Background: an optimization exercise with open tools, aiming at small area. Do not read the settings as production practice.
Only simulation tests tie the RTL to the original design; equivalence was not proved.
Power is estimated from default activity; no workload was simulated.

$ cat flow/run.sh
#!/bin/bash
# synth_recipe.tcl (not shown) runs the flow's synth.tcl, then flattens the netlist and writes it again
# the make line also repeats each setting of config.mk as NAME=value (left out here)
make -C /OpenROAD-flow-scripts/flow DESIGN_CONFIG=/design/flow/config.mk WORK_HOME=/design/flow/orfs CLKGATE_MAP_FILE= SYNTH_SCRIPT=/design/flow/synth_recipe.tcl finish
$ cat flow/config.mk
export PLATFORM = sky130hd
export DESIGN_NAME = pu_sequencer
export DESIGN_NICKNAME = pu_sequencer
export VERILOG_FILES = /design/flow/design.v
export SDC_FILE = /design/flow/constraint.sdc
export NUM_CORES = 4
export LEC_CHECK = 0
export CAP_MARGIN = 20
export CORE_MARGIN = 2
export CORE_UTILIZATION = 40
export SLEW_MARGIN = 20
export SYNTH_HIERARCHICAL = 1
$ cat flow/constraint.sdc
create_clock -name core_clock -period 5.0 [get_ports {clk}]
set_input_delay 1.0000 -clock core_clock [delete_from_list [all_inputs] [get_ports {clk}]]
set_output_delay 1.0000 -clock core_clock [all_outputs]
set_load 0.01 [all_outputs]
$ cat flow/design.v
module pu_sequencer #(
   parameter int WIDTH = 32,
   parameter int LEN   = 8,
   parameter int ROWS  = 4
) (
   input  logic                             clk,
   input  logic                             rst,
   input  logic                             wr_en,
   input  logic                             wr_sel,
   input  logic [$clog2(ROWS*LEN)-1:0]      wr_addr,
   input  logic [WIDTH-1:0]                 wr_data,
   input  logic                             start,
   output logic                             busy,
   output logic                             done,
   output logic                             pu_en,
   output logic [WIDTH-1:0]                 pu_x1, pu_x2, pu_x3, pu_x4,
   output logic [WIDTH-1:0]                 pu_w1, pu_w2, pu_w3, pu_w4,
   input  logic [WIDTH-1:0]                 pu_data,
   output logic                             out_valid,
   output logic [((ROWS > 1) ? $clog2(ROWS) : 1)-1:0] out_row,
   output logic [WIDTH-1:0]                 out_data
);
   logic [3:0]       seq;
   logic [WIDTH-1:0] x_buf [8];
   logic [WIDTH-1:0] w_buf [32];
   logic [WIDTH-1:0] acc;
   logic             we;
   logic [7:0]       csel;
   assign busy      = (seq < 4'd10);
   assign pu_en     = ~seq[3];
   assign done      = (seq == 4'd10);
   assign out_valid = (seq == 4'd3) || (seq == 4'd5) || (seq == 4'd7) || (seq == 4'd9);
   assign out_row   = 2'(seq[3:1] - 3'd1);
   assign out_data  = acc;
   always_ff @(posedge clk) begin
      if (rst)                                         seq <= 4'd15;
      else if (seq == 4'd10 || seq > 4'd10)            seq <= start ? 4'd0 : 4'd15;
      else                                             seq <= seq + 4'd1;
   end
   assign we = wr_en && !busy && !rst;
   for (genvar k = 0; k < 8; k++) begin : g_x
      logic set;
      assign set = we && !wr_sel && wr_addr == 5'(k);
      pu_sequencer_word #(.W(WIDTH)) u_word (
         .clk(clk), .keep(!set), .set(set), .d(wr_data), .q(x_buf[k]));
   end
   for (genvar k = 0; k < 32; k++) begin : g_w
      logic set;
      assign set = we && wr_sel && wr_addr == 5'(k);
      pu_sequencer_word #(.W(WIDTH)) u_word (
         .clk(clk), .keep(!set), .set(set), .d(wr_data), .q(w_buf[k]));
   end
   for (genvar c = 0; c < 8; c++) begin : g_csel
      assign csel[c] = (seq[2:0] == 3'(c));
   end
   pu_sequencer_sel2 #(.W(WIDTH)) u_x1 (.s0(!seq[0]), .s1(seq[0]), .a0(x_buf[0]), .a1(x_buf[4]), .y(pu_x1));
   pu_sequencer_sel2 #(.W(WIDTH)) u_x2 (.s0(!seq[0]), .s1(seq[0]), .a0(x_buf[1]), .a1(x_buf[5]), .y(pu_x2));
   pu_sequencer_sel2 #(.W(WIDTH)) u_x3 (.s0(!seq[0]), .s1(seq[0]), .a0(x_buf[2]), .a1(x_buf[6]), .y(pu_x3));
   pu_sequencer_sel2 #(.W(WIDTH)) u_x4 (.s0(!seq[0]), .s1(seq[0]), .a0(x_buf[3]), .a1(x_buf[7]), .y(pu_x4));
   pu_sequencer_sel8 #(.W(WIDTH)) u_w1 (.s(csel),
      .a0(w_buf[0]), .a1(w_buf[4]), .a2(w_buf[8]),  .a3(w_buf[12]),
      .a4(w_buf[16]), .a5(w_buf[20]), .a6(w_buf[24]), .a7(w_buf[28]), .y(pu_w1));
   pu_sequencer_sel8 #(.W(WIDTH)) u_w2 (.s(csel),
      .a0(w_buf[1]), .a1(w_buf[5]), .a2(w_buf[9]),  .a3(w_buf[13]),
      .a4(w_buf[17]), .a5(w_buf[21]), .a6(w_buf[25]), .a7(w_buf[29]), .y(pu_w2));
   pu_sequencer_sel8 #(.W(WIDTH)) u_w3 (.s(csel),
      .a0(w_buf[2]), .a1(w_buf[6]), .a2(w_buf[10]), .a3(w_buf[14]),
      .a4(w_buf[18]), .a5(w_buf[22]), .a6(w_buf[26]), .a7(w_buf[30]), .y(pu_w3));
   pu_sequencer_sel8 #(.W(WIDTH)) u_w4 (.s(csel),
      .a0(w_buf[3]), .a1(w_buf[7]), .a2(w_buf[11]), .a3(w_buf[15]),
      .a4(w_buf[19]), .a5(w_buf[23]), .a6(w_buf[27]), .a7(w_buf[31]), .y(pu_w4));
   always_ff @(posedge clk)
      acc <= (seq[0] ? '0 : acc) + pu_data;
endmodule
module pu_sequencer_word #(
   parameter int W = 32
) (
   input  logic         clk,
   input  logic         keep,
   input  logic         set,
   input  logic [W-1:0] d,
   output logic [W-1:0] q
);
   always_ff @(posedge clk)
      q <= (q & {W{keep}}) | (d & {W{set}});
endmodule
module pu_sequencer_sel2 #(
   parameter int W = 32
) (
   input  logic         s0,
   input  logic         s1,
   input  logic [W-1:0] a0,
   input  logic [W-1:0] a1,
   output logic [W-1:0] y
);
   assign y = (a0 & {W{s0}}) | (a1 & {W{s1}});
endmodule
module pu_sequencer_sel8 #(
   parameter int W = 32
) (
   input  logic [7:0]   s,
   input  logic [W-1:0] a0, a1, a2, a3, a4, a5, a6, a7,
   output logic [W-1:0] y
);
   assign y = (a0 & {W{s[0]}}) | (a1 & {W{s[1]}}) | (a2 & {W{s[2]}}) | (a3 & {W{s[3]}})
            | (a4 & {W{s[4]}}) | (a5 & {W{s[5]}}) | (a6 & {W{s[6]}}) | (a7 & {W{s[7]}});
endmodule
==> results of run 1 <==
==> timing repair <==
action,CTS,global route
setup endpoints to repair,6,0
buffers inserted,5,0
gates resized for setup,0,0
==> per-stage QoR <==
stage | area [um^2] | instances | hold slack (ns) | util | total power [uW]
after global placement | 53320 | 5955 | 0.4661 | 0.4307 | 15720
after CTS | 58390 | 6220 | 0.4863 | 0.4717 | 26930
after detailed placement | 53340 | 5956 | 0.4703 | 0.4309 | 15750
after global routing | 58420 | 6221 | 0.4918 | 0.4719 | 27710
after floorplan | 49920 | 4175 | 0.4552 | - | 14050
final | 58430 | 6223 | 0.4826 | 0.4720 | 26820
==> metal layers <==
metal	global-route usage	up-vias	share of wire
met1	0.3672	20220	0.43
met3	0.05454	318	0.075
met5	0	-	0.00023
met2	0.4231	1735	0.45
met4	0.1142	8	0.039
li1	-	17310	-
==> report_power, final <==
part | internal, uW | leakage [uW] | switching (uW)
sequential | 11400 | 0.0107 | 557
combinational | 1760 | 0.00935 | 1860
clock | 6800 | 0.00246 | 4430
==> cell type report <==
cell class / instances / area (um^2) / area share
Clock buffer: 199 / 4195 / 0.07180
Clock inverter: 60 / 809.5 / 0.01385
Inverter: 34 / 130.1 / 0.002227
Multi-Input combinational cell: 2444 / 19860 / 0.3399
Timing Repair Buffer: 531 / 5030 / 0.08609
Tap cell: 1637 / 2048 / 0.03505
Sequential cell: 1316 / 26350 / 0.4510
Antenna cell: 2 / 5.005 / 0.00008566
==> kinds of logic after synthesis <==
family / share of synthesized area
compound gates: 0.3419
xor+xnor: 0.004913
fa+ha+maj: 0.009926
buf+inv: 0.07727
flops: 0.5278
simple gates: 0.03822
==> layout by cell type, fill, tap and decap left out, types with 21 or more instances in the layout <==
cell type and count:
sky130_fd_sc_hd__a22o_1 1320, sky130_fd_sc_hd__dfxtp_1 1315, sky130_fd_sc_hd__a22oi_1 512, sky130_fd_sc_hd__clkdlybuf4s50_1 335, sky130_fd_sc_hd__clkbuf_16 148, sky130_fd_sc_hd__buf_4 143, sky130_fd_sc_hd__nand4_1 133, sky130_fd_sc_hd__a22o_2 88
sky130_fd_sc_hd__nand2_1 68, sky130_fd_sc_hd__nor2b_1 39, sky130_fd_sc_hd__ha_1 36, sky130_fd_sc_hd__inv_1 31, sky130_fd_sc_hd__buf_2 31, sky130_fd_sc_hd__clkbuf_8 30, sky130_fd_sc_hd__a21oi_1 28, sky130_fd_sc_hd__nor2_1 28
sky130_fd_sc_hd__clkinv_2 26, sky130_fd_sc_hd__clkbuf_1 21, sky130_fd_sc_hd__buf_12 21
==> registers in the layout, summed over array words and instances (netlist names) <==
| register | flops |
|---|---|
| acc | 32 |
| g_w.u_word.q | 1024 |
| g_x.u_word.q | 256 |
| seq | 4 |
==> worst max path at each step <==
stage,startpoint,endpoint,slack [ns],cells past startpoint
final,seq[0],pu_w4[8],0.30,6
after global routing,seq[0],pu_w4[19],0.16,6
after global placement,seq[1],pu_w4[27],0.73,8
after floorplan,seq[0],pu_w1[30],0.77,7
after detailed placement,seq[1],pu_w4[30],0.73,8
after CTS,seq[0],pu_w4[19],0.26,6
==> flow_summary_export.csv, run 1 <==
group,metric,value,unit
synthesis,synth_edf_count,0,
setup_path,critical_path.startpoint_type,"flop",
setup_path,critPathRequiredTime,4.00,ns
final_layout,final_layout_size_suffix_gt1_frac,0.1237,
synthesis,area_of_the_mapped_netlist,0.04992,mm^2
sta,max_transition_viols_final,0,
synthesis,ys_seq_elements,1316,
power,p_per_area,459.0,mW/mm^2
die,fp.dieW,357.3,um
global_route,grt_max_degree,78,
run_status,run_status,"no timing/DRC/antenna violations",
setup_path,regToRegEndpoint,"g_w[13].u_word.q[14]",
power,p_leak,0.02253,uW
synthesis,yosys.area.top_type_share,0.5278,
synthesis,ys_top_cells_by_count,"sky130_fd_sc_hd__a22o_1, sky130_fd_sc_hd__dfxtp_1, sky130_fd_sc_hd__a22oi_1, sky130_fd_sc_hd__buf_6, sky130_fd_sc_hd__nand4_1",
clocking,h-tree-depth,4,
place,pre_cts_ws,0.7268,ns
place,final_weighted_congestion_in_routability_driven_placement,0.8189,
synthesis,synth_seq_area_share,0.5278,
setup_path,crit-reg2reg-launch,"seq[2]",
synthesis,post_synth.cell_area_avg,11.96,um^2
setup_path,worstPathBufferInverterCount,2,
final_layout,fin_nets,4582,
setup_path,critical-path-top-delay-family,"buffers and inverters",
clocking,tritoncts_num_sinks,1316,
setup_path,worst_r2r_path_depth,8,
worst_hold_path,min_to,"g_w[30].u_word.q[24]",
setup_path,critical_path.cell_chain,"ha_1 -> ha_4 -> buf_4 -> a22oi_1 -> nand4_1 -> clkdlybuf4s50_1",
drt,routed-via-count,39590,
die,initial_core_utilization,0.4032,
clocking,cts.clk_slew.worst_paths,0.06,ns
sta,timing.final.crit_share,0.9400,
sta,finClkSkew,0.02028,ns
setup_path,critPathCaptureType,"output pin",
synthesis,synth_warnings,10,
global_route,first_pass_grt_wire_length,262900,um
clocking,cts_buffer_depth,3,
sta,post-route-worst-setup-slack,0.2999,ns
synthesis,synth_top_flop_cell,"sky130_fd_sc_hd__dfxtp_1",
drt,detail-route-antenna-nets,0,
sta,relSlewSlack,0.2185,
synthesis,unique_cell_type_count_in_the_yosys_netlist,68,
job,max-cap-violations,0,
global_route,gr-usage-all-layers,0.2719,
drt,violation_count_after_the_first_detailed_route_iteration,4285,
sta,period_needed,4.700,ns
sta,timing.fmax,212.8,MHz
global_route,grt_antenna_before_repair,8,
drt,vias_per_cell,6.362,
clocking,clk_tree_root_cell,"sky130_fd_sc_hd__clkbuf_16",
clocking,tritoncts_clock_tree,"built",
drt,drc,0,
drt,postRouteWirelength,179600,um
clocking,cts_hold_repair.buffers,0,
die,die-area,0.1276,mm^2
die,fp.coreArea,0.1238,mm^2
place,detailedPlacementHpwl,105500,um
setup_path,ff2ff_setup_slack,1.45,ns
clocking,worstSkewPairLatency,0.74,ns
clocking,cts_bufs_inserted,142,
setup_path,cpPeakStageDelay,0.61,ns
setup_path,highest_delay_cell_along_the_critical_path,"sky130_fd_sc_hd__ha_4",
sta,setup_viol_count_final,0,
setup_path,critical_path_arrival,3.70,ns
final_layout,count_of_filler_cells_inserted_in_the_layout,11160,
worst_hold_path,hold_path.startpoint,"g_w[30].u_word.q[24]",
global_route,gr-total-overflow,0,
setup_path,setup.worst_path.class,"flop to output pin",
worst_hold_path,hp-class,"flop to flop",
synthesis,most_common_cell_in_the_netlist,"sky130_fd_sc_hd__a22o_1",
die,ios,368,
synthesis,syn-instance-count,4175,
synthesis,postSynthNetCount,4288,
drt,drt_first_pass_iters,22,
synthesis,synth-async-reset-ratio,0,
sta,final_hold_viol_count,0,
sta,post_route_setup_tns,0,ns
setup_path,critPathMaxFanout,38,
global_route,number_of_global_route_vias_before_repair,38360,
place,number_of_buffers_inserted_by_port_buffering,367,
power,irDropWorstVdd,327.3,uV
synthesis,synthDominantAreaCellType,"sky130_fd_sc_hd__dfxtp_1",
final_layout,area_growth_syn_to_layout,17.05,%
die,number_of_rows_in_the_core_area,129,
sta,grt_setup_unrepaired,"no",
sta,worst_margin_slew,1.172,ns
worst_hold_path,hold-path-cell-count,1,
synthesis,netlist_top_cells_area,"sky130_fd_sc_hd__dfxtp_1, sky130_fd_sc_hd__a22o_1, sky130_fd_sc_hd__a22oi_1, sky130_fd_sc_hd__buf_6, sky130_fd_sc_hd__a22o_2",
drt,routedWlPerCell,28.87,um
die,dieHeight,357.3,um
==> run 2, diff against run 1 <==
--- a/flow/design.v
+++ b/flow/design.v
@@ -28,2 +28,5 @@
    logic [7:0]       csel;
+   logic             ph;
+   logic [WIDTH-1:0] wr_data_ph;
+   logic [WIDTH-1:0] w_lane [4];
    assign busy      = (seq < 4'd10);
@@ -46,2 +49,7 @@
    end
+   always_ff @(posedge clk) begin
+      if (rst) ph <= 1'b0;
+      else     ph <= !ph;
+   end
+   assign wr_data_ph = wr_data ^ {WIDTH{ph}};
    for (genvar k = 0; k < 32; k++) begin : g_w
@@ -49,4 +57,4 @@
       assign set = we && wr_sel && wr_addr == 5'(k);
-      pu_sequencer_word #(.W(WIDTH)) u_word (
-         .clk(clk), .keep(!set), .set(set), .d(wr_data), .q(w_buf[k]));
+      pu_sequencer_iword #(.W(WIDTH)) u_word (
+         .clk(clk), .keep(!set), .set(set), .dn(wr_data_ph), .q(w_buf[k]));
    end
@@ -61,12 +69,16 @@
       .a0(w_buf[0]), .a1(w_buf[4]), .a2(w_buf[8]),  .a3(w_buf[12]),
-      .a4(w_buf[16]), .a5(w_buf[20]), .a6(w_buf[24]), .a7(w_buf[28]), .y(pu_w1));
+      .a4(w_buf[16]), .a5(w_buf[20]), .a6(w_buf[24]), .a7(w_buf[28]), .y(w_lane[0]));
    pu_sequencer_sel8 #(.W(WIDTH)) u_w2 (.s(csel),
       .a0(w_buf[1]), .a1(w_buf[5]), .a2(w_buf[9]),  .a3(w_buf[13]),
-      .a4(w_buf[17]), .a5(w_buf[21]), .a6(w_buf[25]), .a7(w_buf[29]), .y(pu_w2));
+      .a4(w_buf[17]), .a5(w_buf[21]), .a6(w_buf[25]), .a7(w_buf[29]), .y(w_lane[1]));
    pu_sequencer_sel8 #(.W(WIDTH)) u_w3 (.s(csel),
       .a0(w_buf[2]), .a1(w_buf[6]), .a2(w_buf[10]), .a3(w_buf[14]),
-      .a4(w_buf[18]), .a5(w_buf[22]), .a6(w_buf[26]), .a7(w_buf[30]), .y(pu_w3));
+      .a4(w_buf[18]), .a5(w_buf[22]), .a6(w_buf[26]), .a7(w_buf[30]), .y(w_lane[2]));
    pu_sequencer_sel8 #(.W(WIDTH)) u_w4 (.s(csel),
       .a0(w_buf[3]), .a1(w_buf[7]), .a2(w_buf[11]), .a3(w_buf[15]),
-      .a4(w_buf[19]), .a5(w_buf[23]), .a6(w_buf[27]), .a7(w_buf[31]), .y(pu_w4));
+      .a4(w_buf[19]), .a5(w_buf[23]), .a6(w_buf[27]), .a7(w_buf[31]), .y(w_lane[3]));
+   assign pu_w1 = w_lane[0] ^ {WIDTH{ph}};
+   assign pu_w2 = w_lane[1] ^ {WIDTH{ph}};
+   assign pu_w3 = w_lane[2] ^ {WIDTH{ph}};
+   assign pu_w4 = w_lane[3] ^ {WIDTH{ph}};
    always_ff @(posedge clk)
@@ -85,2 +97,14 @@
       q <= (q & {W{keep}}) | (d & {W{set}});
+endmodule
+module pu_sequencer_iword #(
+   parameter int W = 32
+) (
+   input  logic         clk,
+   input  logic         keep,
+   input  logic         set,
+   input  logic [W-1:0] dn,
+   output logic [W-1:0] q
+);
+   always_ff @(posedge clk)
+      q <= ~((q | {W{set}}) & (dn | {W{keep}}));
 endmodule
@@ -104,4 +128,25 @@
 );
-   assign y = (a0 & {W{s[0]}}) | (a1 & {W{s[1]}}) | (a2 & {W{s[2]}}) | (a3 & {W{s[3]}})
-            | (a4 & {W{s[4]}}) | (a5 & {W{s[5]}}) | (a6 & {W{s[6]}}) | (a7 & {W{s[7]}});
+   logic [W-1:0] n0, n1, n2;
+   pu_sequencer_aoi3 #(.W(W)) u_g0 (.s(s[2:0]), .a0(a0), .a1(a1), .a2(a2), .y(n0));
+   pu_sequencer_aoi3 #(.W(W)) u_g1 (.s(s[5:3]), .a0(a3), .a1(a4), .a2(a5), .y(n1));
+   pu_sequencer_aoi2 #(.W(W)) u_g2 (.s(s[7:6]), .a0(a6), .a1(a7), .y(n2));
+   assign y = ~(n0 & n1 & n2);
 endmodule
+module pu_sequencer_aoi3 #(
+   parameter int W = 32
+) (
+   input  logic [2:0]   s,
+   input  logic [W-1:0] a0, a1, a2,
+   output logic [W-1:0] y
+);
+   assign y = ~((a0 & {W{s[0]}}) | (a1 & {W{s[1]}}) | (a2 & {W{s[2]}}));
+endmodule
+module pu_sequencer_aoi2 #(
+   parameter int W = 32
+) (
+   input  logic [1:0]   s,
+   input  logic [W-1:0] a0, a1,
+   output logic [W-1:0] y
+);
+   assign y = ~((a0 & {W{s[0]}}) | (a1 & {W{s[1]}}));
+endmodule
--- a/flow/config.mk
+++ b/flow/config.mk
@@ -9,3 +9,4 @@
 export CORE_MARGIN = 2
-export CORE_UTILIZATION = 40
+export CORE_UTILIZATION = 60
+export CTS_BUF_LIST = sky130_fd_sc_hd__clkbuf_4 sky130_fd_sc_hd__clkbuf_8
 export SLEW_MARGIN = 20
==> run 2 against run 1 <==
Against the previous run:
- now fails the layout checks on negative setup slack
- area after synthesis decreased by 4.0%
- die area down 36%
- worst setup slack worse by 0.33 ns
- core utilization up 24 points
- non-clock buffer count increased by 3
- critical path depth rose by 3
- combinational power up 28%
- via count up 4.9%
- final cell count shrank 7.0%
- flip-flop and latch count is 1 higher
- synthesized cell count rose by 1.2%
- critical endpoint is now pu_w3[26]
==> flow_summary_export.csv, run 2 <==
group,metric,value,unit
synthesis,synth_edf_count,0,
setup_path,setup.worst_path.class,"flop to output pin",
final_layout,final_layout_size_suffix_gt1_frac,0.1362,
synthesis,netlist_top_cells_area,"sky130_fd_sc_hd__dfxtp_1, sky130_fd_sc_hd__o22ai_1, sky130_fd_sc_hd__a22o_1, sky130_fd_sc_hd__buf_6, sky130_fd_sc_hd__a222oi_1",
synthesis,synth_top_family_by_area,"compound AO/OA/AOI/OAI gates",
sta,worst_margin_slew,1.217,ns
synthesis,synth_top_flop_cell,"sky130_fd_sc_hd__dfxtp_1",
global_route,first_pass_grt_wire_length,244700,um
synthesis,synthSimpleGateAreaFrac,0.03656,
drt,drt_first_pass_iters,12,
sta,post-route-worst-setup-slack,-0.02640,ns
synthesis,postSynthNetCount,4340,
global_route,number_of_global_route_vias_before_repair,38960,
synthesis,synthAdderAreaFrac,0.01034,
setup_path,critPathMaxFanout,22,
global_route,gr-usage-all-layers,0.3856,
run_status,violations,"negative setup slack",
power,total_power,26780,uW
place,final_weighted_congestion_in_routability_driven_placement,0.8860,
clocking,cts_buffer_depth,3,
drt,met1_length,67100,um
clocking,tritoncts_clock_tree,"built",
synthesis,synth-compound-area-share,0.2944,
die,ios,368,
final_layout,final_cell_mix,"sky130_fd_sc_hd__dfxtp_1, sky130_fd_sc_hd__o22ai_1, sky130_fd_sc_hd__clkdlybuf4s50_1",
drt,routed-via-count,41510,
drt,wl_met3,19250,um
synthesis,ys_top_cells_by_count,"sky130_fd_sc_hd__dfxtp_1, sky130_fd_sc_hd__o22ai_1, sky130_fd_sc_hd__a22o_1, sky130_fd_sc_hd__a222oi_1, sky130_fd_sc_hd__buf_6",
worst_hold_path,hold_path.startpoint,"g_w[20].u_word.q[23]",
setup_path,critical_path_arrival,4.03,ns
setup_path,crit-reg2reg-launch,"seq[0]",
synthesis,syn-instance-count,4227,
sta,period_needed,5.026,ns
drt,routedWlPerCell,28.76,um
final_layout,count_of_filler_cells_inserted_in_the_layout,5993,
synthesis,xor_and_xnor_fraction_of_the_mapped_netlist_area,0.03437,
setup_path,ff2ff_setup_slack,1.22,ns
synthesis,unique_cell_type_count_in_the_yosys_netlist,70,
final_layout,final_util,0.7127,
power,irDropWorstVdd,354.9,uV
place,detailedPlacementHpwl,97760,um
drt,detailroute.wirelength.met2,73600,um
sta,max_transition_viols_final,0,
power,p_per_area,475.6,mW/mm^2
setup_path,regToRegEndpoint,"acc[30]",
setup_path,critPathCaptureType,"output pin",
drt,top_layer_used,"met5",
sta,timing.fmax,198.9,MHz
sta,post_route_setup_tns,-0.02640,ns
sta,finClkSkew,0.04530,ns
die,dieHeight,286.6,um
synthesis,synth_seq_area_share,0.5503,
worst_hold_path,min_to,"g_w[20].u_word.q[23]",
power,sw_frac_of_total,0.2809,
global_route,gr-total-overflow,0,
global_route,grt_antenna_before_repair,5,
place,pre_cts_ws,0.8035,ns
clocking,h-tree-depth,4,
clocking,worstSkewPairLatency,0.88,ns
place,number_of_buffers_inserted_by_port_buffering,367,
synthesis,synthDominantAreaCellType,"sky130_fd_sc_hd__dfxtp_1",
synthesis,synth_warnings,12,
clocking,tritoncts_num_sinks,1317,
run_status,run_status,"complete, but fails checks",
clocking,cts.clk_slew.worst_paths,0.06,ns
power,fraction_of_power_consumed_by_the_clock_network,0.364,
drt,drc,0,
final_layout,final_common_cell,"sky130_fd_sc_hd__dfxtp_1",
power,power.sequential.fraction,0.462,
clocking,cts_hold_repair.buffers,0,
final_layout,flip_flop_count_of_the_largest_register_after_layout,1024,
setup_path,critical_path.startpoint_type,"flop",
drt,violation_count_after_the_first_detailed_route_iteration,6456,
drt,detail-route-antenna-nets,0,
job,max-cap-violations,0,
final_layout,reg_top3,"g_w.u_word.q (1024), g_x.u_word.q (256), acc (32)",
power,p_leak,0.02195,uW
final_layout,area_growth_syn_to_layout,17.53,%
sta,final_hold_viol_count,0,
drt,postRouteWirelength,166400,um
power,cellInternalPower,19260,uW
power,switchingPower,7523,uW
global_route,grt_max_degree,88,
synthesis,synth-async-reset-ratio,0,
final_layout,largest_register,"g_w.u_word.q",
worst_hold_path,hp-class,"flop to flop",
synthesis,area_of_the_mapped_netlist,0.04791,mm^2
sta,timing.final.crit_share,1.005,
setup_path,worst_r2r_path_depth,10,
die,die-area,0.08212,mm^2
worst_hold_path,hold-path-cell-count,1,
die,fp.dieW,286.6,um
synthesis,post_synth.cell_area_avg,11.33,um^2
sta,setup_viol_count_final,1,
die,number_of_rows_in_the_core_area,103,
synthesis,yosys-mux-area-fraction,0,
drt,vias_per_cell,7.173,
sta,grt_setup_unrepaired,"yes",
final_layout,fin_nets,4682,
synthesis,most_common_cell_in_the_netlist,"sky130_fd_sc_hd__dfxtp_1",
synthesis,ys_seq_elements,1317,
die,fp.coreArea,0.07900,mm^2
sta,relSlewSlack,0.1871,
setup_path,critPathRequiredTime,4.00,ns
synthesis,yosys.area.top_type_share,0.5503,
power,combinationalPowerShare,0.174,
clocking,clk_tree_root_cell,"sky130_fd_sc_hd__clkbuf_8",
clocking,cts_bufs_inserted,202,
die,initial_core_utilization,0.6064,
==> run 2: changes by cell type in the layout (fill, tap and decap cells not counted), sizes merged, moves of 4 or more <==
cell	change
o22ai	+1024
nand3	+128
a22oi	-384
a22o	-1024
clkinvlp	-4
a222oi	+256
nand4	-128
bufinv	-16
xor2	+160
clkinv	-4
buf	-29
clkbuf	+131
inv	+5
clkdlybuf4s50	+32
==> run 2: kinds of logic after synthesis <==
logic type,Yosys count
fa+ha+maj,39
compound gates,1903
flops,1317
xor+xnor,188
buf+inv,433
simple gates,347
==> run 2: timing repair <==
| item | CTS | global route |
|---|---|---|
| setup buffers | 0 | 4 |
| pin swaps | 0 | 2 |
| endpoints found under the hold margin | 0 | 0 |
| cloned | 0 | 3 |
| endpoints found under the setup margin | 6 | 25 |
| resized for setup | 1 | 2 |
==> run 2: worst max-delay path by stage <==
stage / startpoint / to / slack (ns) / cells past startpoint
6_report: seq[1] / pu_w3[26] / -0.03 / 9
5_1_grt: seq[1] / pu_w2[25] / -0.01 / 8
4_1_cts: seq[1] / pu_w3[26] / 0.002 / 7
3_5_place_dp: seq[2] / pu_w3[26] / 0.80 / 7
3_3_place_gp: seq[2] / pu_w3[26] / 0.86 / 7
2_1_floorplan: seq[0] / pu_w1[30] / 0.54 / 8
==> run 2: final cells by class <==
| class | instances | area [um^2] | area share |
|---|---|---|---|
| diodes | 1 | 2.502 | 0.00004444 |
| clock buffers | 330 | 4148 | 0.07367 |
| clock inverters | 41 | 380.4 | 0.006755 |
| inverters | 34 | 130.1 | 0.002311 |
| multi-input cells | 2480 | 18580 | 0.3300 |
| flip-flops and latches | 1317 | 26380 | 0.4685 |
| well taps | 1050 | 1314 | 0.02333 |
| repair buffers | 534 | 5375 | 0.09546 |
==> run 2: power by group through the flow <==
| stage | combinational, uW | sequential [uW] | clock (uW) |
|---|---|---|---|
| 2_1_floorplan | 2570 | 12400 | 0 |
| 3_3_place_gp | 4440 | 12500 | 0 |
| 3_5_place_dp | 4510 | 12600 | 0 |
| 4_1_cts | 4530 | 12300 | 9780 |
| 5_1_grt | 4890 | 12500 | 10300 |
| 6_report | 4650 | 12400 | 9740 |
==> run 2: metal layers <==
metal	global-route usage	vias to the layer above
met1	0.5351	20480
li1	-	17810
met3	0.09277	419
met4	0.1664	8
met2	0.5741	2798
met5	0	-
==> run 2: critical path, cell delays in order, from the launching register on <==
cell                              delay [ns]
sky130_fd_sc_hd__dfxtp_1                0.42
sky130_fd_sc_hd__inv_1                  0.11
sky130_fd_sc_hd__ha_1                   0.34
sky130_fd_sc_hd__nor2b_4                0.20
sky130_fd_sc_hd__buf_12                 0.16
sky130_fd_sc_hd__buf_12                 0.16
sky130_fd_sc_hd__a222oi_1               0.40
sky130_fd_sc_hd__nand3_1                0.36
sky130_fd_sc_hd__xor2_1                 0.40
sky130_fd_sc_hd__clkdlybuf4s50_1        0.61
==> run 2: per-stage QoR <==
step | instance area [um^2] | cells | hold slack (ns)
finish | 56310 | 5787 | 0.4426
global route | 56310 | 5787 | 0.4530
CTS | 56050 | 5773 | 0.4449
detailed placement | 51520 | 5402 | 0.4365
global placement | 51470 | 5400 | 0.4290
floorplan | 47910 | 4227 | 0.4213
==> run 3, diff against run 2 <==
==> flow/flow/run.sh (new file) <==
#!/bin/bash
# The standard layout, with the port buffers made from the smallest plain
# buffer instead of the flow's default choice.
set -euo pipefail
export BUFFER_PORTS_ARGS="-buffer_cell sky130_fd_sc_hd__buf_1"
bash standard.sh > standard_flow.log 2>&1
==> flow/standard.sh (new file) <==
#!/bin/bash
# synth_recipe.tcl (not shown) runs the flow's synth.tcl, then flattens the netlist and writes it again
# the make line also repeats each setting of config.mk as NAME=value (left out here)
make -C /OpenROAD-flow-scripts/flow DESIGN_CONFIG=/design/flow/config.mk WORK_HOME=/design/flow/orfs CLKGATE_MAP_FILE= SYNTH_SCRIPT=/design/flow/synth_recipe.tcl "${@:-finish}"
removed: flow/run.sh
==> run 3 against run 2 <==
Against the previous run:
- the run now finishes clean
- highest routed layer unchanged
- critical endpoint is now pu_w4[16]
- first-iteration DRC count down 15%
- cell area down 4.7%
- largest cell class unchanged
- synthesized cell count unchanged
- die area unchanged
- worst setup slack better by 0.26 ns
==> flow_summary_export.csv, run 3 <==
group,metric,value,unit
drt,routed-via-count,41010,
synthesis,synthSimpleGateAreaFrac,0.03656,
drt,routedWlPerCell,28.35,um
clocking,cts.clk_slew.worst_paths,0.06,ns
synthesis,synth_top_flop_cell,"sky130_fd_sc_hd__dfxtp_1",
clocking,cts.repair.resized,0,
power,power.sequential.fraction,0.482,
clocking,cts_buffer_depth,3,
final_layout,area_of_the_multi_input_gates,0.01864,mm^2
setup_path,critPathMaxFanout,61,
global_route,first_pass_grt_wire_length,242700,um
clocking,worstSkewPairLatency,0.87,ns
power,cellInternalPower,18390,uW
global_route,gr-total-overflow,0,
drt,postRouteWirelength,163100,um
die,number_of_rows_in_the_core_area,103,
final_layout,largest_register,"g_w.u_word.q",
setup_path,setup.worst_path.class,"flop to output pin",
worst_hold_path,hp-class,"primary input to flop",
synthesis,synth_seq_area_share,0.5503,
power,switchingPower,7295,uW
synthesis,synth_top_family_by_area,"compound AO/OA/AOI/OAI gates",
die,initial_core_utilization,0.6064,
synthesis,post_synth.cell_area_avg,11.33,um^2
power,p_per_area,478.8,mW/mm^2
final_layout,final_common_cell,"sky130_fd_sc_hd__dfxtp_1",
synthesis,synth-async-reset-ratio,0,
clocking,cts_bufs_inserted,201,
synthesis,unique_cell_type_count_in_the_yosys_netlist,70,
run_status,run_status,"no timing/DRC/antenna violations",
final_layout,area_growth_syn_to_layout,11.96,%
sta,finClkSkew,0.04774,ns
power,p_leak,0.02080,uW
synthesis,syn-instance-count,4227,
die,fp.coreArea,0.07900,mm^2
clocking,clk_tree_root_cell,"sky130_fd_sc_hd__clkbuf_8",
final_layout,layout.area.seq,0.02637,mm^2
setup_path,critPathRequiredTime,4.00,ns
synthesis,netlist_top_cells_area,"sky130_fd_sc_hd__dfxtp_1, sky130_fd_sc_hd__o22ai_1, sky130_fd_sc_hd__a22o_1, sky130_fd_sc_hd__buf_6, sky130_fd_sc_hd__a222oi_1",
sta,timing.final.crit_share,0.9535,
sta,final_hold_viol_count,0,
die,ios,368,
sta,relSlewSlack,0.1851,
setup_path,critical_path.startpoint_type,"flop",
setup_path,critPathCaptureType,"output pin",
sta,grt_setup_unrepaired,"no",
final_layout,reg_top3,"g_w.u_word.q (1024), g_x.u_word.q (256), acc (32)",
clocking,h-tree-depth,4,
synthesis,synthAdderAreaFrac,0.01034,
sta,worst_margin_slew,1.220,ns
power,irDropWorstVdd,319.6,uV
synthesis,ys_seq_elements,1317,
sta,setup_viol_count_final,0,
power,fraction_of_power_consumed_by_the_clock_network,0.363,
synthesis,ys_top_cells_by_count,"sky130_fd_sc_hd__dfxtp_1, sky130_fd_sc_hd__o22ai_1, sky130_fd_sc_hd__a22o_1, sky130_fd_sc_hd__a222oi_1, sky130_fd_sc_hd__buf_6",
die,fp.dieW,286.6,um
synthesis,postSynthNetCount,4340,
power,combinationalPowerShare,0.155,
synthesis,synth_edf_count,0,
final_layout,fin_nets,4665,
die,dieHeight,286.6,um
global_route,grt_max_degree,81,
drt,drt_first_pass_iters,11,
synthesis,synth_warnings,12,
synthesis,synth-compound-area-share,0.2944,
synthesis,synthDominantAreaCellType,"sky130_fd_sc_hd__dfxtp_1",
drt,drc,0,
place,number_of_buffers_inserted_by_port_buffering,367,
sta,period_needed,4.767,ns
final_layout,final_cell_mix,"sky130_fd_sc_hd__dfxtp_1, sky130_fd_sc_hd__o22ai_1, sky130_fd_sc_hd__buf_1",
drt,detail-route-antenna-nets,0,
sta,timing.fmax,209.8,MHz
global_route,grt_antenna_before_repair,7,
clocking,tritoncts_clock_tree,"built",
synthesis,yosys.area.top_type_share,0.5503,
power,total_power,25680,uW
synthesis,yosys-mux-area-fraction,0,
synthesis,xor_and_xnor_fraction_of_the_mapped_netlist_area,0.03437,
sta,whs,0.3950,ns
final_layout,flip_flop_count_of_the_largest_register_after_layout,1024,
setup_path,critical_path_arrival,3.77,ns
die,die-area,0.08212,mm^2
final_layout,count_of_filler_cells_inserted_in_the_layout,6356,
place,detailedPlacementHpwl,97600,um
job,max-cap-violations,0,
drt,violation_count_after_the_first_detailed_route_iteration,5499,
global_route,gr-usage-all-layers,0.3827,
sta,max_transition_viols_final,0,
power,sw_frac_of_total,0.2840,
synthesis,most_common_cell_in_the_netlist,"sky130_fd_sc_hd__dfxtp_1",
clocking,tritoncts_num_sinks,1317,
clocking,cts_hold_repair.buffers,0,
clocking,post-cts-setup-buffer-count,0,
place,final_weighted_congestion_in_routability_driven_placement,0.8807,
final_layout,final_layout_size_suffix_gt1_frac,0.1298,
sta,post_route_setup_tns,0,ns
drt,vias_per_cell,7.128,
global_route,number_of_global_route_vias_before_repair,38870,
synthesis,area_of_the_mapped_netlist,0.04791,mm^2
-- run 3: cell types whose count changed in the layout (fill, tap and decap cells not counted), moves of 3 or more --
cell	previous run	this run
sky130_fd_sc_hd__xor2_2	13	9
sky130_fd_sc_hd__buf_16	8	5
sky130_fd_sc_hd__clkbuf_4	63	69
sky130_fd_sc_hd__clkbuf_8	267	245
sky130_fd_sc_hd__xor2_4	19	23
sky130_fd_sc_hd__buf_1	0	367
sky130_fd_sc_hd__inv_12	4	0
sky130_fd_sc_hd__nor2_2	16	8
sky130_fd_sc_hd__clkdlybuf4s50_1	367	0
sky130_fd_sc_hd__buf_4	136	125
sky130_fd_sc_hd__nor2_4	0	8
-- run 3: routing by layer --
| layer | up-vias | track usage | share of wire |
|---|---|---|---|
| li1 | 17730 | - | - |
| met1 | 20530 | 0.5154 | 0.41 |
| met2 | 2334 | 0.5885 | 0.45 |
| met3 | 404 | 0.08196 | 0.098 |
| met4 | 8 | 0.1798 | 0.041 |
| met5 | - | 0 | 0.00032 |
-- run 3: kinds of logic (layout without fill, tap and decap cells) --
| kind of cell | after synthesis | count (layout) |
|---|---|---|
| AOI/OAI and AO/OA | 1903 | 1903 |
| DFF | 1317 | 1317 |
| buffers and inverters | 433 | 907 |
| and+or+nand+nor | 347 | 347 |
| xor gates and xnor gates | 188 | 188 |
| adders and majority gates | 39 | 39 |
| other | 0 | 2 |
-- run 3: path summary, 6_finish.rpt --
check                                   startpoint              endpoint  slack (ns)  depth (start not counted)
worst max-delay path                        seq[2]             pu_w4[16]        0.23                          7
worst min-delay path                    pu_data[0]                acc[0]        0.39                          2
worst max register to register              seq[2]  g_w[30].u_word.q[24]        1.26                          8
worst min register to register  g_w[7].u_word.q[9]    g_w[7].u_word.q[9]        0.44                          1
-- run 3: final cells by class --
cell class / instances / area share
repair buffers: 521 / 0.05470
diodes: 2 / 0.00009331
clock buffers: 314 / 0.07253
flip-flops and latches: 1317 / 0.4917
inverters: 34 / 0.002426
well taps: 1050 / 0.02449
multi-input cells: 2477 / 0.3475
clock inverters: 38 / 0.006578
-- run 3: power groups by stage --
stage / Combinational [uW] / Sequential [uW] / Clock (uW)
after global routing: 4220 / 12500 / 9880
final: 3970 / 12400 / 9330
after floorplan: 2570 / 12400 / 0
after detailed placement: 3880 / 12600 / 0
after global placement: 3810 / 12500 / 0
after CTS: 3890 / 12300 / 9400
-- run 3: through the flow --
step	setup slack [ns]	cell area (um^2)	instances	utilization
detailed placement	1.134	49260	5394	0.6235
floorplan	0.5366	47910	4227	-
global route	0.1121	53630	5752	0.6789
CTS	0.2490	53500	5746	0.6772
finish	0.2325	53640	5753	0.6789
global placement	1.134	49210	5392	0.6229
-- run 3: worst max-delay path, cell delays in order, from the launching register on --
cell and delay, ns:
sky130_fd_sc_hd__dfxtp_1 0.69, sky130_fd_sc_hd__inv_1 0.17, sky130_fd_sc_hd__ha_4 0.47, sky130_fd_sc_hd__buf_4 0.35, sky130_fd_sc_hd__a222oi_1 0.48, sky130_fd_sc_hd__nand3_1 0.37, sky130_fd_sc_hd__xor2_1 0.21, sky130_fd_sc_hd__buf_1 0.17
==> run 4, diff against run 3 <==
==> flow/flow/run.sh (replaced) <==
#!/bin/bash
# The standard layout, with the port buffers made from the smallest plain
# buffer, and a clock tree with larger sink clusters and no dummy loads.
set -euo pipefail
export BUFFER_PORTS_ARGS="-buffer_cell sky130_fd_sc_hd__buf_1"
export CTS_ARGS="-sink_clustering_enable -repair_clock_nets -dont_use_dummy_load -sink_clustering_size 24 -sink_clustering_max_diameter 80 -buf_list {sky130_fd_sc_hd__clkbuf_8 sky130_fd_sc_hd__clkbuf_16}"
bash standard.sh > standard_flow.log 2>&1
==> flow/config.mk (replaced) <==
export PLATFORM = sky130hd
export DESIGN_NAME = pu_sequencer
export DESIGN_NICKNAME = pu_sequencer
export VERILOG_FILES = /design/flow/design.v
export SDC_FILE = /design/flow/constraint.sdc
export NUM_CORES = 4
export LEC_CHECK = 0
export CAP_MARGIN = 10
export CORE_MARGIN = 2
export CORE_UTILIZATION = 70
export SLEW_MARGIN = 10
export SYNTH_HIERARCHICAL = 1
==> run 4 against run 3 <==
Against the previous run:
- critical path type unchanged
- die area shrank 14%
- largest cell class unchanged
- still clean on timing, DRC and antenna
- sequential power is essentially flat
- clock-buffer cell count shrank 253
- maximum frequency shrank 2.3%
==> flow_summary_export.csv, run 4 <==
group,metric,value,unit
synthesis,yosys-mux-area-fraction,0,
setup_path,critical_path.startpoint_type,"flop",
job,max-cap-violations,0,
setup_path,cp-startpoint,"seq[0]",
synthesis,postSynthNetCount,4340,
die,number_of_rows_in_the_core_area,95,
sta,worst_margin_slew,1.337,ns
clocking,h-tree-depth,2,
synthesis,synth_warnings,12,
final_layout,reg_top3,"g_w.u_word.q (1024), g_x.u_word.q (256), acc (32)",
synthesis,synth-async-reset-ratio,0,
setup_path,critPathMaxFanout,42,
worst_hold_path,hp-class,"flop to flop",
power,irDropWorstVdd,348.8,uV
worst_hold_path,hold_path.startpoint,"g_w[31].u_word.q[22]",
setup_path,ff2ff_setup_slack,1.08,ns
drt,postRouteWirelength,154900,um
run_status,run_status,"no timing/DRC/antenna violations",
global_route,gr-usage-all-layers,0.4189,
global_route,number_of_global_route_vias_before_repair,37520,
clocking,cts.repair.resized,0,
place,dp_cells,5209,
clocking,cts.clk_slew.worst_paths,0.09,ns
die,ios,368,
global_route,gr-total-overflow,0,
sta,relSlewSlack,0.1072,
final_layout,flip_flop_count_of_the_largest_register_after_layout,1024,
sta,period_needed,4.878,ns
clocking,post-cts-setup-buffer-count,0,
power,p_leak,0.01917,uW
sta,post-route-worst-setup-slack,0.1223,ns
final_layout,final-instance-count-excl-fill,5274,
setup_path,critPathCaptureType,"output pin",
final_layout,largest_register,"g_w.u_word.q",
global_route,grt_antenna_before_repair,3,
sta,finClkSkew,0.03700,ns
synthesis,ys_seq_elements,1317,
final_layout,area_growth_syn_to_layout,5.286,%
worst_hold_path,hold-path-cell-count,1,
drt,routed-via-count,40610,
sta,whs,0.4470,ns
die,die-area,0.07055,mm^2
sta,timing.final.crit_share,0.9755,
die,fp.dieW,265.6,um
final_layout,final_cell_mix,"sky130_fd_sc_hd__dfxtp_1, sky130_fd_sc_hd__o22ai_1, sky130_fd_sc_hd__buf_1",
die,dieHeight,265.6,um
setup_path,setup.worst_path.class,"flop to output pin",
sta,setup_viol_count_final,0,
synthesis,unique_cell_type_count_in_the_yosys_netlist,70,
synthesis,synth-compound-area-share,0.2944,
synthesis,synth_top_flop_cell,"sky130_fd_sc_hd__dfxtp_1",
sta,max_transition_viols_final,0,
place,number_of_buffers_inserted_by_port_buffering,367,
synthesis,syn-instance-count,4227,
setup_path,critPathRequiredTime,4.00,ns
global_route,first_pass_grt_wire_length,230900,um
sta,post_route_setup_tns,0,ns
drt,drc,0,
synthesis,synth_top_family_by_area,"compound AO/OA/AOI/OAI gates",
synthesis,most_common_cell_in_the_netlist,"sky130_fd_sc_hd__dfxtp_1",
synthesis,synth_edf_count,0,
synthesis,xor_and_xnor_fraction_of_the_mapped_netlist_area,0.03437,
clocking,cts_hold_repair.buffers,0,
clocking,cts_buffer_depth,3,
global_route,grt_max_degree,96,
synthesis,ys_top_cells_by_count,"sky130_fd_sc_hd__dfxtp_1, sky130_fd_sc_hd__o22ai_1, sky130_fd_sc_hd__a22o_1, sky130_fd_sc_hd__a222oi_1, sky130_fd_sc_hd__buf_6",
final_layout,fin_nets,4513,
clocking,clk_tree_root_cell,"sky130_fd_sc_hd__clkbuf_16",
place,pre_cts_ws,0.9492,ns
drt,routedWlPerCell,29.37,um
clocking,cts_bufs_inserted,61,
place,final_weighted_congestion_in_routability_driven_placement,0.8979,
synthesis,netlist_top_cells_area,"sky130_fd_sc_hd__dfxtp_1, sky130_fd_sc_hd__o22ai_1, sky130_fd_sc_hd__a22o_1, sky130_fd_sc_hd__buf_6, sky130_fd_sc_hd__a222oi_1",
setup_path,regToRegEndpoint,"g_w[23].u_word.q[8]",
clocking,tritoncts_num_sinks,1317,
die,fp.coreArea,0.06751,mm^2
sta,timing.fmax,205.0,MHz
synthesis,post_synth.cell_area_avg,11.33,um^2
synthesis,yosys.area.top_type_share,0.5503,
worst_hold_path,min_to,"g_w[31].u_word.q[22]",
sta,grt_setup_unrepaired,"no",
setup_path,crit-reg2reg-launch,"seq[2]",
synthesis,synthAdderAreaFrac,0.01034,
drt,vias_per_cell,7.700,
setup_path,worst_r2r_path_depth,8,
final_layout,final_layout_size_suffix_gt1_frac,0.07003,
drt,drt_first_pass_iters,13,
sta,final_hold_viol_count,0,
drt,detail-route-antenna-nets,0,
place,detailedPlacementHpwl,93190,um
synthesis,area_of_the_mapped_netlist,0.04791,mm^2
final_layout,count_of_filler_cells_inserted_in_the_layout,4975,
power,p_per_area,429.5,mW/mm^2
die,initial_core_utilization,0.7096,
synthesis,synthSimpleGateAreaFrac,0.03656,
synthesis,synthDominantAreaCellType,"sky130_fd_sc_hd__dfxtp_1",
drt,violation_count_after_the_first_detailed_route_iteration,6798,
final_layout,final_util,0.7471,
synthesis,synth_seq_area_share,0.5503,
setup_path,critical_path_arrival,3.88,ns
final_layout,final_common_cell,"sky130_fd_sc_hd__dfxtp_1",
clocking,tritoncts_clock_tree,"built",
clocking,worstSkewPairLatency,0.70,ns
run 4: worst max-delay path, stage by stage, from the launching register on:
cell and delay (ns):
sky130_fd_sc_hd__dfxtp_4 0.46, sky130_fd_sc_hd__buf_4 0.43, sky130_fd_sc_hd__ha_1 0.30, sky130_fd_sc_hd__nor2b_4 0.78, sky130_fd_sc_hd__buf_4 0.39, sky130_fd_sc_hd__a222oi_1 0.13, sky130_fd_sc_hd__nand3_1 0.33, sky130_fd_sc_hd__xor2_1 0.21
sky130_fd_sc_hd__buf_1 0.17
run 4: how the worst max path moves through the flow:
stage                            to  slack [ns]  depth (start not counted)
after floorplan           pu_w1[30]        0.54                          8
after global placement    pu_w1[22]        0.98                          8
after detailed placement  pu_w3[18]        0.95                          8
after CTS                 pu_w1[22]        0.23                          8
after global routing      pu_w3[18]        0.01                          8
final                     pu_w3[18]        0.12                          8
run 4: area by class of cell:
class	count	area [um^2]	area share
antenna	3	7.507	0.0001488
clock buffer	61	1526	0.03026
inverter	34	130.1	0.002580
multi-input combinational	2477	18690	0.3705
sequential	1317	26370	0.5229
tap	873	1092	0.02166
timing repair buffer	509	2621	0.05197
run 4: logic make-up after synthesis:
| group | after synthesis |
|---|---|
| adder cells (fa/ha/maj) | 39 |
| flip-flops | 1317 |
| AND/OR/NAND/NOR | 347 |
| XOR/XNOR | 188 |
| buffers and inverters | 433 |
| AO/OA/AOI/OAI | 1903 |
run 4: per-stage QoR:
step | instance area [um^2] | power, uW
CTS | 50410 | 21530
global route | 50430 | 22370
floorplan | 47910 | 15010
detailed placement | 48890 | 16380
global placement | 48860 | 16270
finish | 50440 | 21660
run 4: where the power goes:
group          leakage [uW]  switching [uW]  internal, uW
Combinational       0.00683            2450          1480
Clock              0.000752            3190          2170
Sequential           0.0116             671         11700
Total                0.0192            6320         15300
run 4: routing by layer:
layer / global-route usage / vias to the layer above / part of all wire
met1: 0.5810 / 20060 / 0.39
met3: 0.09739 / 494 / 0.12
li1: - / 17280 / -
met5: 0 / - / 0.00016
met2: 0.6280 / 2771 / 0.44
met4: 0.1834 / 4 / 0.045
==> run 5, diff against run 4 <==
--- a/flow/config.mk
+++ b/flow/config.mk
@@ -9,4 +9,4 @@
 export CORE_MARGIN = 2
-export CORE_UTILIZATION = 70
-export SLEW_MARGIN = 10
+export CORE_UTILIZATION = 75
+export SLEW_MARGIN = 0
 export SYNTH_HIERARCHICAL = 1
==> run 5 against run 4 <==
Against the previous run:
- clock-buffer cell count unchanged
- sequential share of layout area up 0.066 points
- cell area down 0.13%
- die area down 6.6%
- global-route usage up 2.7 points
- non-clock buffer count down 3
- first-iteration DRC count up 9.3%
- sequential power about the same
- highest routed layer is now met4
- final cell count down 0.57%
- synthesized cell count unchanged
- register-to-register slack better by 0.23 ns
- area after synthesis unchanged
==> flow_summary_export.csv, run 5 <==
group,metric,value,unit
synthesis,synth-compound-area-share,0.2944,
clocking,post-cts-setup-buffer-count,0,
sta,period_needed,4.683,ns
job,max-cap-violations,0,
final_layout,final_layout_size_suffix_gt1_frac,0.06917,
power,cellInternalPower,15360,uW
sta,grt_setup_unrepaired,"no",
sta,timing.fmax,213.5,MHz
drt,detail-route-antenna-nets,0,
die,number_of_rows_in_the_core_area,92,
sta,final_hold_viol_count,0,
final_layout,largest_register,"g_w.u_word.q",
place,detailedPlacementHpwl,92050,um
sta,setup_viol_count_final,0,
final_layout,final_cell_mix,"sky130_fd_sc_hd__dfxtp_1, sky130_fd_sc_hd__o22ai_1, sky130_fd_sc_hd__buf_1",
synthesis,synth_edf_count,0,
sta,post_route_setup_tns,0,ns
worst_hold_path,hp-class,"flop to flop",
synthesis,synthDominantAreaCellType,"sky130_fd_sc_hd__dfxtp_1",
global_route,gr-total-overflow,0,
setup_path,critPathMaxFanout,56,
setup_path,setup.worst_path.class,"flop to output pin",
die,initial_core_utilization,0.7595,
synthesis,yosys.area.top_type_share,0.5503,
power,switchingPower,6395,uW
setup_path,highest_delay_cell_along_the_critical_path,"sky130_fd_sc_hd__dfxtp_1",
clocking,cts.clk_slew.worst_paths,0.10,ns
clocking,h-tree-depth,2,
power,combinationalPowerShare,0.184,
drt,drc,0,
global_route,grt_max_degree,102,
synthesis,post_synth.cell_area_avg,11.33,um^2
power,power.sequential.fraction,0.569,
drt,postRouteWirelength,154700,um
final_layout,fin_nets,4510,
sta,post-route-worst-setup-slack,0.3171,ns
drt,violation_count_after_the_first_detailed_route_iteration,7430,
clocking,tritoncts_clock_tree,"built",
place,number_of_buffers_inserted_by_port_buffering,367,
synthesis,synth_top_family_by_area,"compound AO/OA/AOI/OAI gates",
clocking,cts.repair.resized,0,
global_route,grt_antenna_before_repair,1,
drt,drt_first_pass_iters,12,
setup_path,critical_path.startpoint_type,"flop",
place,final_weighted_congestion_in_routability_driven_placement,0.9453,
synthesis,unique_cell_type_count_in_the_yosys_netlist,70,
final_layout,area_growth_syn_to_layout,5.153,%
synthesis,synthAdderAreaFrac,0.01034,
die,dieHeight,256.7,um
synthesis,synth-async-reset-ratio,0,
synthesis,netlist_top_cells_area,"sky130_fd_sc_hd__dfxtp_1, sky130_fd_sc_hd__o22ai_1, sky130_fd_sc_hd__a22o_1, sky130_fd_sc_hd__buf_6, sky130_fd_sc_hd__a222oi_1",
synthesis,postSynthNetCount,4340,
power,p_per_area,431.8,mW/mm^2
clocking,tritoncts_num_sinks,1317,
run_status,run_status,"no timing/DRC/antenna violations",
setup_path,critical_path.cell_chain,"inv_1 -> ha_4 -> buf_12 -> a222oi_1 -> nand3_1 -> xor2_1 -> buf_1",
setup_path,critPathRequiredTime,4.00,ns
sta,max_transition_viols_final,0,
setup_path,critical-path-top-delay-family,"flip-flops",
drt,routed-via-count,40910,
global_route,first_pass_grt_wire_length,231000,um
sta,worst_margin_slew,1.330,ns
synthesis,ys_top_cells_by_count,"sky130_fd_sc_hd__dfxtp_1, sky130_fd_sc_hd__o22ai_1, sky130_fd_sc_hd__a22o_1, sky130_fd_sc_hd__a222oi_1, sky130_fd_sc_hd__buf_6",
die,die-area,0.06591,mm^2
synthesis,synth_top_flop_cell,"sky130_fd_sc_hd__dfxtp_1",
sta,timing.final.crit_share,0.9366,
setup_path,cpPeakStageDelay,0.70,ns
global_route,number_of_global_route_vias_before_repair,38000,
final_layout,flip_flop_count_of_the_largest_register_after_layout,1024,
sta,whs,0.4475,ns
setup_path,critical_path_arrival,3.68,ns
synthesis,yosys-mux-area-fraction,0,
power,sw_frac_of_total,0.2940,
sta,finClkSkew,0.04359,ns
final_layout,reg_top3,"g_w.u_word.q (1024), g_x.u_word.q (256), acc (32)",
synthesis,area_of_the_mapped_netlist,0.04791,mm^2
power,fraction_of_power_consumed_by_the_clock_network,0.247,
synthesis,syn-instance-count,4227,
synthesis,synth_warnings,12,
power,p_leak,0.01914,uW
setup_path,worstPathBufferInverterCount,3,
die,fp.coreArea,0.06308,mm^2
synthesis,most_common_cell_in_the_netlist,"sky130_fd_sc_hd__dfxtp_1",
power,irDropWorstVdd,412.6,uV
clocking,cts_hold_repair.buffers,0,
die,ios,368,
global_route,gr-usage-all-layers,0.4461,
synthesis,xor_and_xnor_fraction_of_the_mapped_netlist_area,0.03437,
clocking,cts_buffer_depth,3,
clocking,clk_tree_root_cell,"sky130_fd_sc_hd__clkbuf_16",
synthesis,synth_seq_area_share,0.5503,
sta,relSlewSlack,0.1121,
clocking,cts_bufs_inserted,61,
synthesis,synthSimpleGateAreaFrac,0.03656,
place,pre_cts_ws,1.140,ns
final_layout,count_of_filler_cells_inserted_in_the_layout,4132,
drt,vias_per_cell,7.801,
setup_path,critPathCaptureType,"output pin",
drt,routedWlPerCell,29.51,um
final_layout,final_common_cell,"sky130_fd_sc_hd__dfxtp_1",
clocking,worstSkewPairLatency,0.67,ns
die,fp.dieW,256.7,um
synthesis,ys_seq_elements,1317,
-- run 5: cells by family (layout without fill, tap and decap cells) --
| group | count (synthesis) | in the layout |
|---|---|---|
| AO/OA/AOI/OAI | 1903 | 1903 |
| XOR/XNOR | 188 | 188 |
| adder cells (fa/ha/maj) | 39 | 39 |
| buffers and inverters | 433 | 601 |
| flip-flops | 1317 | 1317 |
| other | 0 | 3 |
| AND/OR/NAND/NOR | 347 | 347 |
-- run 5: worst register-to-register path: stages, from the launching register on --
cell,delay [ns]
sky130_fd_sc_hd__dfxtp_1,0.70
sky130_fd_sc_hd__o21ai_1,0.23
sky130_fd_sc_hd__or3b_1,0.57
sky130_fd_sc_hd__inv_2,0.11
sky130_fd_sc_hd__and3_1,0.38
sky130_fd_sc_hd__nand3_1,0.28
sky130_fd_sc_hd__nor2_2,0.68
sky130_fd_sc_hd__buf_4,0.42
sky130_fd_sc_hd__o22ai_1,0.14
-- run 5: power groups by stage --
stage / logic, uW / registers [uW] / clock network (uW)
2_1_floorplan: 2570 / 12400 / 0
3_3_place_gp: 3780 / 12500 / 0
3_5_place_dp: 3860 / 12600 / 0
4_1_cts: 3880 / 12300 / 5320
5_1_grt: 4200 / 12500 / 5690
6_report: 4000 / 12400 / 5370
-- run 5: area by class of cell --
class	count	area (um^2)	share of cell area
Timing Repair Buffer	506	2616	0.05193
Clock buffer	61	1526	0.03030
Multi-Input combinational cell	2477	18660	0.3705
Sequential cell	1317	26370	0.5235
Tap cell	846	1059	0.02101
Antenna cell	3	7.507	0.0001490
Inverter	34	130.1	0.002583
-- run 5: per-stage QoR --
step	instances	utilization	power, uW	area, um^2
6_report	5244	0.7986	21750	50380
2_1_floorplan	4227	-	15010	47910
3_3_place_gp	5178	0.7737	16310	48810
3_5_place_dp	5178	0.7737	16430	48810
5_1_grt	5241	0.7985	22380	50370
4_1_cts	5239	0.7979	21540	50330
-- run 5: layer usage --
metal,track usage,routed length (um),vias up
li1,-,-,17260
met1,0.5963,58290,20050
met2,0.6697,67460,3076
met3,0.1174,20450,523
met4,0.2276,8542,0
met5,0,0,-
-- run 5: worst paths after layout --
path | startpoint | endpoint | slack (ns) | depth (start not counted)
setup / recovery | seq[2] | pu_w3[14] | 0.32 | 7
hold / removal | g_w[21].u_word.q[2] | g_w[21].u_word.q[2] | 0.45 | 1
hold reg to reg | g_w[21].u_word.q[2] | g_w[21].u_word.q[2] | 0.45 | 1
setup reg to reg | seq[2] | g_w[30].u_word.q[20] | 1.31 | 8
==> run 6, diff against run 5 <==
==> flow/flow/run.sh (replaced) <==
#!/bin/bash
# The standard layout, with the port buffers made from the smallest plain
# buffer, and a clock tree with larger sink clusters and no dummy loads.
set -euo pipefail
export BUFFER_PORTS_ARGS="-buffer_cell sky130_fd_sc_hd__buf_1"
export CTS_ARGS="-sink_clustering_enable -repair_clock_nets -dont_use_dummy_load -sink_clustering_size 32 -sink_clustering_max_diameter 70 -buf_list {sky130_fd_sc_hd__clkbuf_16}"
bash standard.sh > standard_flow.log 2>&1
--- a/flow/config.mk
+++ b/flow/config.mk
@@ -9,4 +9,4 @@
 export CORE_MARGIN = 2
-export CORE_UTILIZATION = 75
-export SLEW_MARGIN = 0
+export CORE_UTILIZATION = 70
+export SLEW_MARGIN = 10
 export SYNTH_HIERARCHICAL = 1
==> run 6 against run 5 <==
Against the previous run:
- combinational power shrank 2%
- via count is 1.1% lower
- routed wire length decreased by 0.26%
- sequential power barely moved
- flip-flop and latch count stayed put
- first-iteration DRC count decreased by 8.9%
- clock power decreased by 5.8%
- global-route usage down 3.0 points
- core utilization fell by 5.4 points
- worst setup slack worse by 0.19 ns
==> flow_summary_export.csv, run 6 <==
group,metric,value,unit
run_status,run_status,"no timing/DRC/antenna violations",
die,number_of_rows_in_the_core_area,95,
drt,postRouteWirelength,154300,um
sta,timing.fmax,205.2,MHz
sta,max_transition_viols_final,0,
synthesis,netlist_top_cells_area,"sky130_fd_sc_hd__dfxtp_1, sky130_fd_sc_hd__o22ai_1, sky130_fd_sc_hd__a22o_1, sky130_fd_sc_hd__buf_6, sky130_fd_sc_hd__a222oi_1",
setup_path,critPathRequiredTime,4.00,ns
synthesis,synth_top_family_by_area,"compound AO/OA/AOI/OAI gates",
clocking,clk_tree_root_cell,"sky130_fd_sc_hd__clkbuf_16",
setup_path,critical_path_arrival,3.87,ns
setup_path,cpPeakStageDelay,0.76,ns
global_route,gr-usage-all-layers,0.4162,
sta,period_needed,4.873,ns
final_layout,final_cell_mix,"sky130_fd_sc_hd__dfxtp_1, sky130_fd_sc_hd__o22ai_1, sky130_fd_sc_hd__buf_1",
synthesis,synthAdderAreaFrac,0.01034,
final_layout,final_common_cell,"sky130_fd_sc_hd__dfxtp_1",
final_layout,flip_flop_count_of_the_largest_register_after_layout,1024,
synthesis,post_synth.cell_area_avg,11.33,um^2
clocking,worstSkewPairLatency,0.69,ns
global_route,grt_max_degree,96,
clocking,cts.repair.resized,0,
synthesis,ys_top_cells_by_count,"sky130_fd_sc_hd__dfxtp_1, sky130_fd_sc_hd__o22ai_1, sky130_fd_sc_hd__a22o_1, sky130_fd_sc_hd__a222oi_1, sky130_fd_sc_hd__buf_6",
worst_hold_path,hp-class,"flop to flop",
job,max-cap-violations,0,
setup_path,critPathCaptureType,"output pin",
synthesis,synthSimpleGateAreaFrac,0.03656,
setup_path,crit_path_frequent_cell,"sky130_fd_sc_hd__buf_4",
final_layout,largest_register,"g_w.u_word.q",
drt,routedWlPerCell,29.30,um
synthesis,yosys-mux-area-fraction,0,
setup_path,critPathMaxFanout,42,
sta,final_hold_viol_count,0,
synthesis,unique_cell_type_count_in_the_yosys_netlist,70,
drt,violation_count_after_the_first_detailed_route_iteration,6767,
synthesis,area_of_the_mapped_netlist,0.04791,mm^2
clocking,cts_buffer_depth,3,
synthesis,synth_edf_count,0,
place,number_of_buffers_inserted_by_port_buffering,367,
final_layout,fin_nets,4505,
clocking,cts_bufs_inserted,53,
final_layout,count_of_filler_cells_inserted_in_the_layout,4997,
place,detailedPlacementHpwl,93190,um
die,fp.coreArea,0.06751,mm^2
final_layout,reg_top3,"g_w.u_word.q (1024), g_x.u_word.q (256), acc (32)",
global_route,first_pass_grt_wire_length,229800,um
place,pre_cts_ws,0.9492,ns
drt,routed-via-count,40460,
clocking,tritoncts_num_sinks,1317,
drt,drc,0,
global_route,number_of_global_route_vias_before_repair,37410,
setup_path,critical-path-top-delay-family,"simple AND/OR/NAND/NOR gates",
synthesis,synth_top_flop_cell,"sky130_fd_sc_hd__dfxtp_1",
die,die-area,0.07055,mm^2
synthesis,synth_seq_area_share,0.5503,
die,ios,368,
synthesis,syn-instance-count,4227,
clocking,post-cts-setup-buffer-count,0,
clocking,h-tree-depth,2,
synthesis,synth-compound-area-share,0.2944,
synthesis,xor_and_xnor_fraction_of_the_mapped_netlist_area,0.03437,
clocking,cts_hold_repair.buffers,0,
sta,worst_margin_slew,1.330,ns
global_route,grt_antenna_before_repair,3,
power,p_per_area,425.0,mW/mm^2
power,irDropWorstVdd,379.9,uV
sta,grt_setup_unrepaired,"no",
sta,setup_viol_count_final,0,
die,initial_core_utilization,0.7096,
power,p_leak,0.01907,uW
final_layout,area_growth_syn_to_layout,4.873,%
synthesis,postSynthNetCount,4340,
setup_path,setup.worst_path.class,"flop to output pin",
die,dieHeight,265.6,um
die,fp.dieW,265.6,um
synthesis,yosys.area.top_type_share,0.5503,
sta,relSlewSlack,0.1119,
drt,detail-route-antenna-nets,0,
setup_path,critical_path.cell_chain,"buf_4 -> ha_1 -> nor2b_4 -> buf_4 -> a222oi_1 -> nand3_1 -> xor2_1 -> buf_1",
sta,post-route-worst-setup-slack,0.1272,ns
sta,timing.final.crit_share,0.9746,
synthesis,synth-async-reset-ratio,0,
drt,drt_first_pass_iters,10,
place,final_weighted_congestion_in_routability_driven_placement,0.8979,
setup_path,highest_delay_cell_along_the_critical_path,"sky130_fd_sc_hd__nor2b_4",
global_route,gr-total-overflow,0,
setup_path,worstPathBufferInverterCount,3,
clocking,tritoncts_clock_tree,"built",
final_layout,final_layout_size_suffix_gt1_frac,0.06834,
synthesis,most_common_cell_in_the_netlist,"sky130_fd_sc_hd__dfxtp_1",
synthesis,synthDominantAreaCellType,"sky130_fd_sc_hd__dfxtp_1",
synthesis,ys_seq_elements,1317,
setup_path,critical_path.startpoint_type,"flop",
clocking,cts.clk_slew.worst_paths,0.12,ns
drt,vias_per_cell,7.681,
synthesis,synth_warnings,12,
sta,post_route_setup_tns,0,ns
sta,finClkSkew,0.05540,ns
## run 6: worst paths after layout
path,start,cells after the start,endpoint,slack [ns]
min,g_w[16].u_word.q[0],1,g_w[16].u_word.q[0],0.45
max,seq[0],8,pu_w3[18],0.13
min reg2reg,g_w[16].u_word.q[0],1,g_w[16].u_word.q[0],0.45
max reg2reg,seq[2],8,g_w[23].u_word.q[8],1.12
## run 6: cell families after synthesis
kind of cell / count (synthesis)
XOR/XNOR: 188
flip-flops: 1317
adder cells (fa/ha/maj): 39
AO/OA/AOI/OAI: 1903
buffers and inverters: 433
AND/OR/NAND/NOR: 347
## run 6: final cells by class
type,instances,area [um^2],share of cell area
sequential,1317,26370,0.5249
clock buffer,53,1326,0.02640
multi-input combinational,2477,18690,0.3720
inverter,34,130.1,0.002590
timing repair buffer,509,2621,0.05217
antenna,4,10.01,0.0001992
tap,873,1092,0.02174
## run 6: metal layers
layer  wire (um)  share of wire  track usage
met1       60350           0.39       0.5751
met2       68610           0.44       0.6334
met3       18880           0.12      0.09369
met4        6459          0.042       0.1722
met5          25        0.00016    0.0006930
## run 6: through the flow
step / hold slack [ns] / power [uW] / utilization / area, um^2 / instances
2_1_floorplan: 0.4213 / 15010 / - / 47910 / 4227
3_3_place_gp: 0.4287 / 16270 / 0.7236 / 48860 / 5207
3_5_place_dp: 0.4365 / 16380 / 0.7241 / 48890 / 5209
4_1_cts: 0.4475 / 21210 / 0.7437 / 50210 / 5262
5_1_grt: 0.4591 / 22010 / 0.7440 / 50230 / 5263
6_report: 0.4466 / 21350 / 0.7442 / 50240 / 5267
## run 6: report_power, final
| part | internal [uW] | switching, uW |
|---|---|---|
| logic | 1480 | 2450 |
| registers | 11700 | 668 |
| clock network | 1910 | 3150 |

## separate check: timing with driven ports
The flow's constraints put no driver on any port. The routed layouts listed below were extracted and timed again, unchanged, in two steps.
Step 1 sets driving cells, clkbuf_16 on the clock port and buf_2 on the other inputs (assumed; they add their load-dependent delay and slew).
Step 2 also shifts input and output timing later by t, the mid clock arrival at the registers, as if the neighbouring blocks saw the same clock.
a / b / c = no drivers / after step 1 / after step 2; a / b = the first two.
run | shift t [ns] | setup WS [ns] | slew at the worst register clock pin (ns)
run 1 | 0.820 | 0.300 / 0.218 / 0.909 | 0.06 / 0.06
run 2 | 0.910 | -0.026 / -0.093 / 0.800 | 0.07 / 0.07
run 3 | 0.913 | 0.233 / 0.163 / 1.014 | 0.07 / 0.07
run 4 | 0.732 | 0.122 / 0.054 / 0.787 | 0.10 / 0.10
run 5 | 0.728 | 0.317 / 0.249 / 0.978 | 0.10 / 0.10
run 6 | 0.719 | 0.127 / 0.058 / 0.777 | 0.12 / 0.12
